Source: an optimization exercise on an open RTL-to-GDS flow (aim: small area, a short achievable clock period and few clock cycles). Production flows keep margins and buffers that such runs may drop.
In this exercise RTL edits were held to simulation tests only and were not proved equivalent to the original.
Power is estimated from default activity; no workload was simulated.

==> flow/design.v <==
`default_nettype none
package isa_pkg;
    localparam int xlen = 32;
    localparam int reg_idx_w = 5;
    localparam int instr_bytes = 4;
    localparam int shamt_w = 5;
endpackage
`default_nettype wire
`default_nettype none
package exu_pkg;
    localparam int dec_op_w = 4;
    typedef enum logic [0:0] {
        unit_rglr = 1'b0,
        unit_brch = 1'b1
    } exu_unit_e;
    typedef enum logic [dec_op_w-1:0] {
        rop_add   = 4'd0,
        rop_sub   = 4'd1,
        rop_and   = 4'd2,
        rop_or    = 4'd3,
        rop_xor   = 4'd4,
        rop_sll   = 4'd5,
        rop_srl   = 4'd6,
        rop_sra   = 4'd7,
        rop_slt   = 4'd8,
        rop_sltu  = 4'd9,
        rop_lui   = 4'd10,
        rop_auipc = 4'd11
    } rglr_op_e;
    typedef enum logic [2:0] {
        bop_beq  = 3'd0,
        bop_bne  = 3'd1,
        bop_blt  = 3'd2,
        bop_bge  = 3'd3,
        bop_bltu = 3'd4,
        bop_bgeu = 3'd5,
        bop_jal  = 3'd6,
        bop_jalr = 3'd7
    } brch_op_e;
    typedef enum logic [3:0] {
        alu_add   = 4'd0,
        alu_sub   = 4'd1,
        alu_and   = 4'd2,
        alu_or    = 4'd3,
        alu_xor   = 4'd4,
        alu_sll   = 4'd5,
        alu_srl   = 4'd6,
        alu_sra   = 4'd7,
        alu_slt   = 4'd8,
        alu_sltu  = 4'd9,
        alu_pass2 = 4'd10
    } alu_op_e;
endpackage
`default_nettype wire
`timescale 1ns/1ps
`default_nettype none
import isa_pkg::*;
import exu_pkg::*;
module exu_top
(
    input  wire logic                 clk,
    input  wire logic                 reset,
    input  wire logic                 dec_op_vld,
    output logic                      dec_op_rdy,
    input  wire logic                 dec_unit,
    input  wire logic [dec_op_w-1:0]  dec_op,
    input  wire logic                 dec_use_imm,
    input  wire logic [reg_idx_w-1:0] dec_rd_idx,
    input  wire logic [xlen-1:0]      dec_pc,
    input  wire logic [xlen-1:0]      dec_imm,
    input  wire logic [xlen-1:0]      rs1_rdata,
    input  wire logic [xlen-1:0]      rs2_rdata,
    output logic                      gpr_wbck_vld,
    input  wire logic                 gpr_wbck_rdy,
    output logic [reg_idx_w-1:0]      gpr_wbck_idx,
    output logic [xlen-1:0]           gpr_wbck_wdata,
    output logic                      pipe_flush_req,
    input  wire logic                 pipe_flush_ack,
    output logic [xlen-1:0]           pipe_flush_pc_op1,
    output logic [xlen-1:0]           pipe_flush_pc_op2
);
    logic            w_free;
    logic            f_free;
    logic            accept;
    logic            is_brch;
    logic            is_jump;
    logic            is_lui;
    logic            is_auipc;
    logic            sel_imm;
    logic            use_pc;
    logic            do_sub;
    logic [xlen-1:0] a;
    logic [xlen-1:0] y;
    logic [xlen-1:0] opa;
    logic [xlen-1:0] opb;
    logic [xlen-1:0] sum;
    logic [xlen-1:0] xor_res;
    logic [xlen-1:0] shf_in;
    logic [xlen-1:0] shf_out;
    logic [xlen-1:0] shf_res;
    logic            shf_fill;
    logic [shamt_w-1:0] shamt;
    logic            shf_left;
    logic            lt_s;
    logic            lt_u;
    logic            lt;
    logic            eq;
    logic            taken;
    logic            needs_w;
    logic            use_a;
    logic            sel_and;
    logic            sel_or;
    logic            sel_xor;
    logic            sel_sll;
    logic            sel_shr;
    logic            sel_slt;
    logic            sel_ltu;
    logic            sel_sum;
    logic [xlen-1:0] gen;
    logic [xlen-1:0] prp;
    logic [xlen-1:0] cry;
    logic [xlen-1:0] other;
    logic [xlen-1:0] res_c0;
    logic [xlen-1:0] res_c1;
    logic [xlen-1:0] res;
    assign w_free = !gpr_wbck_vld || gpr_wbck_rdy;
    assign f_free = !pipe_flush_req || pipe_flush_ack;
    assign dec_op_rdy = (w_free || !needs_w) && (f_free || !is_brch);
    assign accept     = dec_op_vld && dec_op_rdy;
    assign is_brch  = (dec_unit == unit_brch);
    assign is_jump  = is_brch && (dec_op[2:1] == 2'b11);
    assign is_lui   = !is_brch && (dec_op == rop_lui);
    assign is_auipc = !is_brch && (dec_op == rop_auipc);
    assign needs_w  = !is_brch || is_jump;
    assign sel_imm = !is_brch && (dec_use_imm || is_lui || is_auipc);
    assign a       = rs1_rdata;
    assign y       = sel_imm ? dec_imm : rs2_rdata;
    assign use_pc = is_auipc || is_jump;
    assign use_a  = !use_pc && !is_lui;
    assign do_sub = is_brch ? !is_jump : (dec_op == rop_sub || dec_op == rop_slt || dec_op == rop_sltu);
    assign opa    = ({xlen{use_a}} & (a ^ {xlen{do_sub}})) | ({xlen{use_pc}} & dec_pc);
    assign opb    = is_jump ? xlen'(instr_bytes) : y;
    always_comb begin
        logic [xlen-1:0] gg, pp;
        gen = opa & opb;
        prp = opa ^ opb;
        gg  = gen;
        pp  = prp;
        for (int l = 0; l < 5; l++) begin
            for (int i = 0; i < xlen; i++) begin
                if (((i >> l) & 1) == 1) begin
                    gg[i] = gg[i] | (pp[i] & gg[((i >> l) << l) - 1]);
                    pp[i] = pp[i] & pp[((i >> l) << l) - 1];
                end
            end
        end
        cry = {gg[xlen-2:0], 1'b0};
    end
    assign sum = prp ^ cry ^ {xlen{do_sub}};
    assign lt_s = (a[xlen-1] != y[xlen-1]) ? a[xlen-1] : sum[xlen-1];
    assign lt_u = (a[xlen-1] != y[xlen-1]) ? y[xlen-1] : sum[xlen-1];
    assign xor_res = a ^ y;
    assign eq      = (xor_res == '0);
    always_comb begin
        case (dec_op[2:1])
            2'b00:   lt = eq;
            2'b01:   lt = lt_s;
            2'b10:   lt = lt_u;
            default: lt = 1'b0;
        endcase
        taken = is_jump || (lt ^ dec_op[0]);
    end
    assign shf_left = !dec_op[1];
    assign shf_fill = dec_op[1] && dec_op[0] && a[xlen-1];
    always_comb begin
        for (int i = 0; i < xlen; i++) shf_in[i] = shf_left ? a[xlen-1-i] : a[i];
    end
    assign shamt   = dec_use_imm ? dec_imm[shamt_w-1:0] : rs2_rdata[shamt_w-1:0];
    assign shf_out = $signed({shf_fill, shf_in}) >>> shamt;
    always_comb begin
        for (int i = 0; i < xlen; i++) shf_res[i] = shf_out[xlen-1-i];
    end
    assign sel_and = !is_brch && (dec_op == rop_and);
    assign sel_or  = !is_brch && (dec_op == rop_or);
    assign sel_xor = !is_brch && (dec_op == rop_xor);
    assign sel_sll = !is_brch && (dec_op == rop_sll);
    assign sel_shr = !is_brch && (dec_op == rop_srl || dec_op == rop_sra);
    assign sel_slt = !is_brch && (dec_op == rop_slt);
    assign sel_ltu = !is_brch && (dec_op == rop_sltu);
    assign sel_sum = !(sel_and || sel_or || sel_xor || sel_sll || sel_shr || sel_slt || sel_ltu);
    assign other = ({xlen{sel_and || sel_or}}  & (a & y))
                 | ({xlen{sel_or || sel_xor}}  & xor_res)
                 | ({xlen{sel_sll}} & shf_res)
                 | ({xlen{sel_shr}} & shf_out)
                 | xlen'((sel_slt && lt_s) || (sel_ltu && lt_u));
    assign res_c0 = sel_sum ? (prp ^ {xlen{do_sub}}) : other;
    assign res_c1 = sel_sum ? ~(prp ^ {xlen{do_sub}}) : other;
    always_comb begin
        for (int i = 0; i < xlen; i++) res[i] = cry[i] ? res_c1[i] : res_c0[i];
    end
    always_ff @(posedge clk) begin
        if (reset) begin
            gpr_wbck_vld <= 1'b0;
        end else if (w_free) begin
            gpr_wbck_vld <= accept && needs_w;
        end
    end
    always_ff @(posedge clk) begin
        if (w_free) begin
            gpr_wbck_idx   <= dec_rd_idx;
            gpr_wbck_wdata <= res;
        end
    end
    always_ff @(posedge clk) begin
        if (reset) begin
            pipe_flush_req <= 1'b0;
        end else if (f_free) begin
            pipe_flush_req <= accept && is_brch && taken;
        end
    end
    always_ff @(posedge clk) begin
        if (f_free) begin
            pipe_flush_pc_op1 <= (dec_op[0] && is_jump) ? a : dec_pc;
            pipe_flush_pc_op2 <= dec_imm;
        end
    end
endmodule
`default_nettype wire
==> flow/config.mk <==
export PLATFORM = sky130hd
export DESIGN_NAME = exu_top
export DESIGN_NICKNAME = exu_top
export VERILOG_FILES = /design/flow/design.v
export SDC_FILE = /design/flow/constraint.sdc
export NUM_CORES = 4
export LEC_CHECK = 0
export ABC_AREA = 1
export CAP_MARGIN = 20
export CORE_MARGIN = 2
export CORE_UTILIZATION = 40
export SETUP_SLACK_MARGIN = 4.5
export SLEW_MARGIN = 20
export TNS_END_PERCENT = 0
==> flow/constraint.sdc <==
create_clock -name core_clock -period 9.0 [get_ports {clk}]
set_input_delay 1.8000 -clock core_clock [delete_from_list [all_inputs] [get_ports {clk}]]
set_output_delay 1.8000 -clock core_clock [all_outputs]
set_load 0.01 [all_outputs]
standard.sh (not shown) runs the stock make flow with config.mk's settings and CLKGATE_MAP_FILE= SYNTH_SCRIPT=/design/flow/synth_recipe.tcl, a recipe that flattens the netlist after the stock synthesis.
==> flow/flow/run.sh <==
#!/bin/bash
# Standard ORFS layout, with the port buffers made from the smallest plain buffer.
set -euo pipefail
export BUFFER_PORTS_ARGS="-buffer_cell sky130_fd_sc_hd__buf_1"
bash standard.sh > standard_flow.log 2>&1
The starting point completed without violations.
Testbench counts at the start, summed over its fixed seeds: cycles 17,772.
Then changed:
--- a/flow/design.v
+++ b/flow/design.v
@@ -107,8 +107,12 @@
     logic            eq;
     logic            taken;
     logic            needs_w;
     logic            use_a;
+    logic            a_pos;
+    logic            a_neg;
+    logic            y_imm;
+    logic            y_rs2;
     logic            sel_and;
     logic            sel_or;
     logic            sel_xor;
     logic            sel_sll;
@@ -133,14 +137,21 @@
     assign is_auipc = !is_brch && (dec_op == rop_auipc);
     assign needs_w  = !is_brch || is_jump;
     assign sel_imm = !is_brch && (dec_use_imm || is_lui || is_auipc);
     assign a       = rs1_rdata;
-    assign y       = sel_imm ? dec_imm : rs2_rdata;
+    assign y_imm   = sel_imm && !is_jump;
+    assign y_rs2   = !sel_imm && !is_jump;
+    always_comb begin
+        y = ({xlen{y_imm}} & dec_imm) | ({xlen{y_rs2}} & rs2_rdata);
+        y[2] = y[2] | is_jump;
+    end
     assign use_pc = is_auipc || is_jump;
     assign use_a  = !use_pc && !is_lui;
     assign do_sub = is_brch ? !is_jump : (dec_op == rop_sub || dec_op == rop_slt || dec_op == rop_sltu);
-    assign opa    = ({xlen{use_a}} & (a ^ {xlen{do_sub}})) | ({xlen{use_pc}} & dec_pc);
-    assign opb    = is_jump ? xlen'(instr_bytes) : y;
+    assign a_pos  = use_a && !do_sub;
+    assign a_neg  = use_a && do_sub;
+    assign opa    = ({xlen{a_pos}} & a) | ({xlen{a_neg}} & ~a) | ({xlen{use_pc}} & dec_pc);
+    assign opb    = y;
     always_comb begin
         logic [xlen-1:0] gg, pp;
         gen = opa & opb;
         prp = opa ^ opb;
Sequential share of layout area increases by 1.9 points. Routed wire length falls by 7.3%. Sequential power hardly moves. Flip-flop and latch count does not change. Utilization decreases by 0.91 points. Setup slack is better by 0.054 ns. Synthesized cell count drops by 10%. Critical path depth came out higher by 6. Via count falls by 8.7%.
Testbench counts after the change, summed over its fixed seeds: cycles 17,772.

re-timing with driven ports:
In the flow no input, the clock included, has a driving cell. The finished layouts below were timed again as built, in two steps.
Step 1, drivers: a clkbuf_16 drives clk and a buf_2 each remaining input, both assumed.
Step 2 moves the port delays by t, midway between the first and last clock arrival at a register: inputs arrive t later, outputs are due t later. That takes back most of the time a late clock gives input paths.
a / b / c = no drivers / after step 1 / after step 2; a / b = the first two.
| run | shift t [ns] | setup slack, ns | worst hold slack (ns) | latest minus earliest clock arrival (ns) | worst data-port slew with drivers (ns) |
|---|---|---|---|---|---|
| the first run | 0.422 | 4.351 / 4.345 / 3.923 | 0.773 / 0.773 / 0.773 | 0.023 / 0.023 | 0.06 |
| the second run | 0.405 | 4.406 / 4.320 / 3.945 | 0.837 / 0.837 / 0.837 | 0.016 / 0.015 | 0.16 |
After both steps every run listed still meets setup and hold. For the second run, which loses most, drivers alone change the setup slack by -0.086 ns; drivers and shift together by -0.461 ns.
